What follows belongs to an exercise in optimizing a design on an open flow for small area and a short achievable clock period; a production flow would make more cautious choices. In this exercise RTL edits were held to simulation tests only and were not proved equivalent to the original.

==> flow/design.v <==
module md_unit #(
  parameter int WIDTH       = 32,
  parameter int MULT_CYCLES = 5,
  parameter int DIV_CYCLES  = 10
) (
  input  logic             clk,
  input  logic             reset,
  input  logic             start,
  input  logic [2:0]       op,
  input  logic [WIDTH-1:0] a,
  input  logic [WIDTH-1:0] b,
  input  logic             hi_we,
  input  logic             lo_we,
  input  logic             cancel,
  output logic [WIDTH-1:0] hi,
  output logic [WIDTH-1:0] lo,
  output logic             busy,
  output logic             done
);
  localparam int UW = 35;    
  logic        busy_q, done_q;
  logic [3:0]  cnt_q;
  logic [2:0]  op_q;
  logic        aneg_q;
  logic [31:0] A_q, L_q;
  logic [UW-1:0] U_q;
  logic [31:0] hi_q, lo_q;
  wire idle   = ~busy_q;
  wire is_div = ~op_q[2] & op_q[1];
  wire sgn    = ~op_q[0];
  wire acc    = op_q[2];
  wire sub    = op_q[2] & op_q[1];
  wire m_last = (cnt_q == 4'd4);
  wire d_first = (cnt_q == 4'd0);
  wire d_last = (cnt_q == 4'd9);
  wire last   = is_div ? d_last : m_last;
  logic [32:0]   A33;
  logic [UW-1:0] X [0:7];
  logic [UW-1:0] S [0:6];
  logic [UW-1:0] pp [0:6];
  logic [UW:0]   cy [0:6];
  logic [6:0]    ret;
  logic [6:0]    bb;
  logic          neg3;
  logic [31:0]   hi_row;
  assign A33    = {sgn & A_q[31], A_q};
  assign neg3   = m_last & sgn & L_q[3];
  assign hi_row = {32{acc}} & (hi_q ^ {32{sub}});
  always_comb begin
    bb = L_q[6:0];
    if (m_last) bb[6:4] = 3'b000;
    for (int r = 0; r < 7; r++) begin
      logic [32:0] p;
      p = A33 & {33{bb[r]}};
      if (r == 3) p = p ^ {33{neg3}};
      if (r == 4) p = p | ({33{m_last}} & {1'b0, hi_row});
      pp[r] = {{(UW-33){p[32]}}, p};
    end
  end
  assign X[0] = U_q;
  genvar r, i;
  generate
    for (r = 0; r < 7; r++) begin : g_row
      assign cy[r][0] = (r == 3) ? neg3 : 1'b0;
      for (i = 0; i < UW; i++) begin : g_bit
        assign S[r][i]    = X[r][i] ^ pp[r][i] ^ cy[r][i];
        assign cy[r][i+1] = (X[r][i] & pp[r][i]) | (X[r][i] & cy[r][i]) | (pp[r][i] & cy[r][i]);
      end
      assign ret[r]  = S[r][0];
      assign X[r+1]  = {S[r][UW-1], S[r][UW-1:1]};
    end
  endgenerate
  wire [63:0] m_res = {X[7][28:0], ret, L_q[31:4]} ^ {64{sub}};
  wire        dneg = sgn & A_q[31];
  wire        d_nz = |A_q;
  wire        negq = (aneg_q ^ dneg) & d_nz;
  wire [31:0] dx   = A_q ^ {32{~dneg}};    
  logic [31:0] R [0:4];
  logic [31:0] Q [0:4];
  always_comb begin
    R[0] = U_q[31:0];
    Q[0] = L_q;
    for (int s = 0; s < 4; s++) begin
      logic [32:0] t;
      logic [33:0] df;
      t  = {R[s], Q[s][31]};
      df = {1'b0, t} + {2'b11, dx} + {33'd0, ~dneg};
      if (!df[33]) R[s+1] = df[31:0];
      else         R[s+1] = t[31:0];
      Q[s+1] = {Q[s][30:0], ~df[33]};
    end
  end
  function automatic logic [31:0] cneg(input logic [31:0] x, input logic n);
    logic c;
    c = n;
    for (int k = 0; k < 32; k++) begin
      cneg[k] = (x[k] ^ n) ^ c;
      c       = (x[k] ^ n) & c;
    end
  endfunction
  wire        n1_ctl = d_first ? (sgn & L_q[31]) : negq;
  wire [31:0] n1     = cneg(L_q, n1_ctl);
  wire [31:0] n2     = cneg(U_q[31:0], aneg_q);
  wire finish = busy_q & ~cancel & last;
  always_ff @(posedge clk or negedge reset) begin
    if (!reset) begin
      busy_q <= 1'b0;
      done_q <= 1'b0;
      hi_q   <= '0;
      lo_q   <= '0;
    end else begin
      done_q <= finish;
      if (idle) busy_q <= start;
      else if (cancel | last) busy_q <= 1'b0;
      if (idle) begin
        if (!start && hi_we) hi_q <= a;
        if (!start && lo_we) lo_q <= a;
      end else if (finish) begin
        if (is_div) begin
          hi_q <= n2;
          lo_q <= n1;
        end else begin
          hi_q <= m_res[63:32];
          lo_q <= m_res[31:0];
        end
      end
    end
  end
  always_ff @(posedge clk) begin
    if (idle) begin
      cnt_q <= 4'd0;
      op_q  <= op;
      A_q   <= b;
      L_q   <= a;
      U_q   <= {{(UW-32){1'b0}}, ({32{op[2]}} & lo_q) ^ {32{op[2] & op[1]}}};
    end else begin
      cnt_q <= cnt_q + 4'd1;
      if (is_div) begin
        if (d_first) begin
          aneg_q <= sgn & L_q[31];
          L_q    <= n1;
        end else begin
          L_q <= Q[4];
          U_q <= {{(UW-32){1'b0}}, R[4]};
        end
      end else begin
        L_q <= {ret, L_q[31:7]};
        U_q <= X[7];
      end
    end
  end
  assign hi   = hi_q;
  assign lo   = lo_q;
  assign busy = busy_q;
  assign done = done_q;
endmodule
==> flow/run.sh <==
#!/bin/bash
# synth_recipe.tcl (not shown) runs the flow's synth.tcl, then flattens the netlist and writes it again
# the make line also repeats each setting of config.mk as NAME=value (left out here)
make -C /OpenROAD-flow-scripts/flow DESIGN_CONFIG=/design/flow/config.mk WORK_HOME=/design/flow/orfs CLKGATE_MAP_FILE= SYNTH_SCRIPT=/design/flow/synth_recipe.tcl finish
==> flow/config.mk <==
export PLATFORM = sky130hd
export DESIGN_NAME = md_unit
export DESIGN_NICKNAME = md_unit
export VERILOG_FILES = /design/flow/design.v
export SDC_FILE = /design/flow/constraint.sdc
export NUM_CORES = 4
export LEC_CHECK = 0
export CAP_MARGIN = 20
export CORE_MARGIN = 2
export CORE_UTILIZATION = 40
export SLEW_MARGIN = 20
==> flow/constraint.sdc <==
create_clock -name core_clock -period 80.0 [get_ports {clk}]
set_input_delay 16.0000 -clock core_clock [delete_from_list [all_inputs] [get_ports {clk}]]
set_output_delay 16.0000 -clock core_clock [all_outputs]
set_load 0.01 [all_outputs]
==> metrics.yaml <==
status: "no timing/DRC/antenna violations"
maxCapViolCount: 0
clk_latency_ps: 490
yosys-top-cells-count: "nand2_1, fa_1, inv_1"
fin_crit_sh_pct: 28.7
synth_largest_area_cell: "fa_1"
grt_overflow: 0
crit_top_cell: "fa_1"
met3_length_mm: 6.80
antenna_found_initial: 0
gp_congestion: 0.960
critPathMaxStageDelay_ps: 570
synthMostInstantiatedCell: "nand2_1"
slew_viol_final: 0
drt_first_pass_iters: 6
setup_viol: 0
syn_inst: 3042
grt_pass1_wl_mm: 145
layout_min_cycle_time_ps: 22940
fmax_mhz: 43.6
core_area_um2: 63200
grt_max_degree: 67
yosys_warnings: 7
grt_pass1_vias: 23092
die_area_um2: 66100
tns_ps: 0
skew_ps: 23.2
hold_buffers: 0
clk_pin_slew_worst_paths_ps: 100
stdcell_area_um2: 28300
path_buf_inv: 8
diodes: 0
fp.dieH_um: 257
critPathTopFamily: "adder cells"
crit_type: "register to register"
cts_resized: 0
worst_slew_pin_slew_ps: 997
yosysUniqueCellTypes: 79
post_cts_buffers: 0
crit_path_start_kind: "register"
track_usage_pct: 28.6
placed_cell_area_um2: 27700
ant_nets: 0
async_reset_ff_share_pct: 38.4
finish.utilization_pct: 44.8
ios: 139
drcViolationCount: 0
dp_hpwl_mm: 75.2
io_buffers: 138
drive_gt1_share_pct: 5.19
synth_edf_count: 68
relSlewSlack_pct: 33.6
wl_met1_mm: 41.2
area.growth.synth_to_final_pct: 10.7
synth_area_um2: 25600
hold_viol: 0
top_layer: "met4"
avgSynthCellArea_um2: 8.42
n_fill_cell: 6252
cts_tree: "yes"
clockBufferDepth: 2
cts_buffers: 17
drt_wl_total_mm: 95.4
dr.first_iter.drc_count: 2074
cts_sinks: 172
critPathSlowestCell: "fa_1"
path_max_fanout: 19
start_util_pct: 40.5
ys_seq_area_share_pct: 17.4
hp-class: "register to register"
synth_nets: 3546
required_ps: 80320
fp-row-count: 92
cts-root-buf: "clkbuf_16"
cp-end-kind: "register"
ys_seq_elements: 172
wl_met2_mm: 43.7
cts.htree.levels: 4
rsz0062_at_grt: "false"
viasPerCell: 5.98
die_w_um: 257
nets: 3556
yosys-top-cells-area: "fa_1, ha_1, edfxtp_1"
yosysTopAreaCellShare_pct: 18.5
arrival_ps: 23260
vias: 23369
wl_per_cell_um: 24.4
synth_ff_type: "edfxtp_1"
-- worst paths after layout --
kind	start	depth (start not counted)	endpoint	slack, ps
worst max-delay path	A_q[0]	57	U_q[32]	57060
worst min-delay path	cnt_q[0]	1	cnt_q[0]	480
worst max register to register	A_q[0]	57	U_q[32]	57060
worst min register to register	cnt_q[0]	1	cnt_q[0]	480
max in group asynchronous	reset	2	busy_q	63600
min in group asynchronous	reset	2	hi_q[30]	15740
-- cell usage in the layout (no fill, tap or decap), types with 7 or more instances in the layout --
cell type and count:
o31ai_1 9, dfrtp_1 65, fa_1 236, o21a_1 25, a221o_1 7, or2_2 8
mux2_2 48, nand3_1 34, nor4_1 10, nand2b_1 22, o221ai_1 34, buf_4 44
inv_1 231, a21o_1 47, nor3_1 27, nor2b_1 14, o21bai_1 9, nand2_1 357
xor2_1 115, o211ai_1 67, a31oi_1 70, ha_1 195, mux2i_1 76, o21ai_0 178
xnor2_1 158, a221oi_1 9, nor2_1 228, or3_1 10, nand4_1 8, edfxtp_1 68
and2_1 44, a211o_1 11, and3_1 72, clkdlybuf4s50_1 136, a21oi_1 216, dfxtp_1 37
clkbuf_16 18
-- flip-flops by register name (all words and copies together), names as in the netlist --
| signal | count |
|---|---|
| U_q | 34 |
| A_q | 32 |
| L_q | 32 |
| hi_q | 32 |
| lo_q | 32 |
| cnt_q | 4 |
| op_q | 3 |
| aneg_q | 1 |
| busy_q | 1 |
| done_q | 1 |
-- logic make-up after synthesis --
group / count (synthesis) / share of synthesized area [%]
xor gates and xnor gates: 273 / 9.34
DFF: 172 / 17.4
AOI/OAI and AO/OA: 755 / 18.6
and+or+nand+nor: 862 / 15.2
muxes: 126 / 5.19
adders and majority gates: 431 / 28.0
buffers and inverters: 423 / 6.25
-- per-layer routing --
layer | track usage [%] | up-vias
met5 | 0 | -
met4 | 10.9 | 0
met3 | 3.58 | 167
met2 | 46.0 | 1030
met1 | 39.4 | 11631
li1 | - | 10541
-- layout make-up --
type                       instances  area (um^2)  area share, %
multi-input combinational       2447        19600           69.2
sequential                       172         4460           15.7
clock inverter                    14          183          0.645
tap                              846         1060           3.74
inverter                         232          873           3.08
clock buffer                      18          450           1.59
timing repair buffer             182         1700           6.01
-- stage by stage --
step / instances / hold WS (ps) / worst slack, ps
floorplan: 3042 / 430 / 58110
global placement: 3879 / 442 / 56750
detailed placement: 3879 / 464 / 57070
CTS: 3911 / 487 / 57020
global route: 3911 / 514 / 56240
finish: 3911 / 483 / 57060

## afterwards: timing with drivers on the ports
Ports are ideal in the flow. The routed layout listed here was re-timed in OpenROAD.
Step 1: set_driving_cell puts a clkbuf_16 on clk and a buf_2 on each other input, an assumption about the parent block.
Step 2 adds t to the input delays and takes it off the output delays; t is the mean of the earliest and latest rising clock arrival at the registers after step 1. Input paths then give back, and output paths get back, about the clock's delay inside the block.
Three values: ideal ports, drivers, drivers and shift; two values: the first two.
t (ns): 0.530
slack for setup (ns): 57.062 / 57.062 / 57.062
worst setup path after step 2: register to register
clock arrival spread, ns: 0.024 / 0.025
worst register clock-pin slew, ns: 0.10 / 0.10
After both steps setup and hold are still met in this run. The setup slack of this run moves by 0.000 ns with the drivers and by 0.000 ns with both steps.
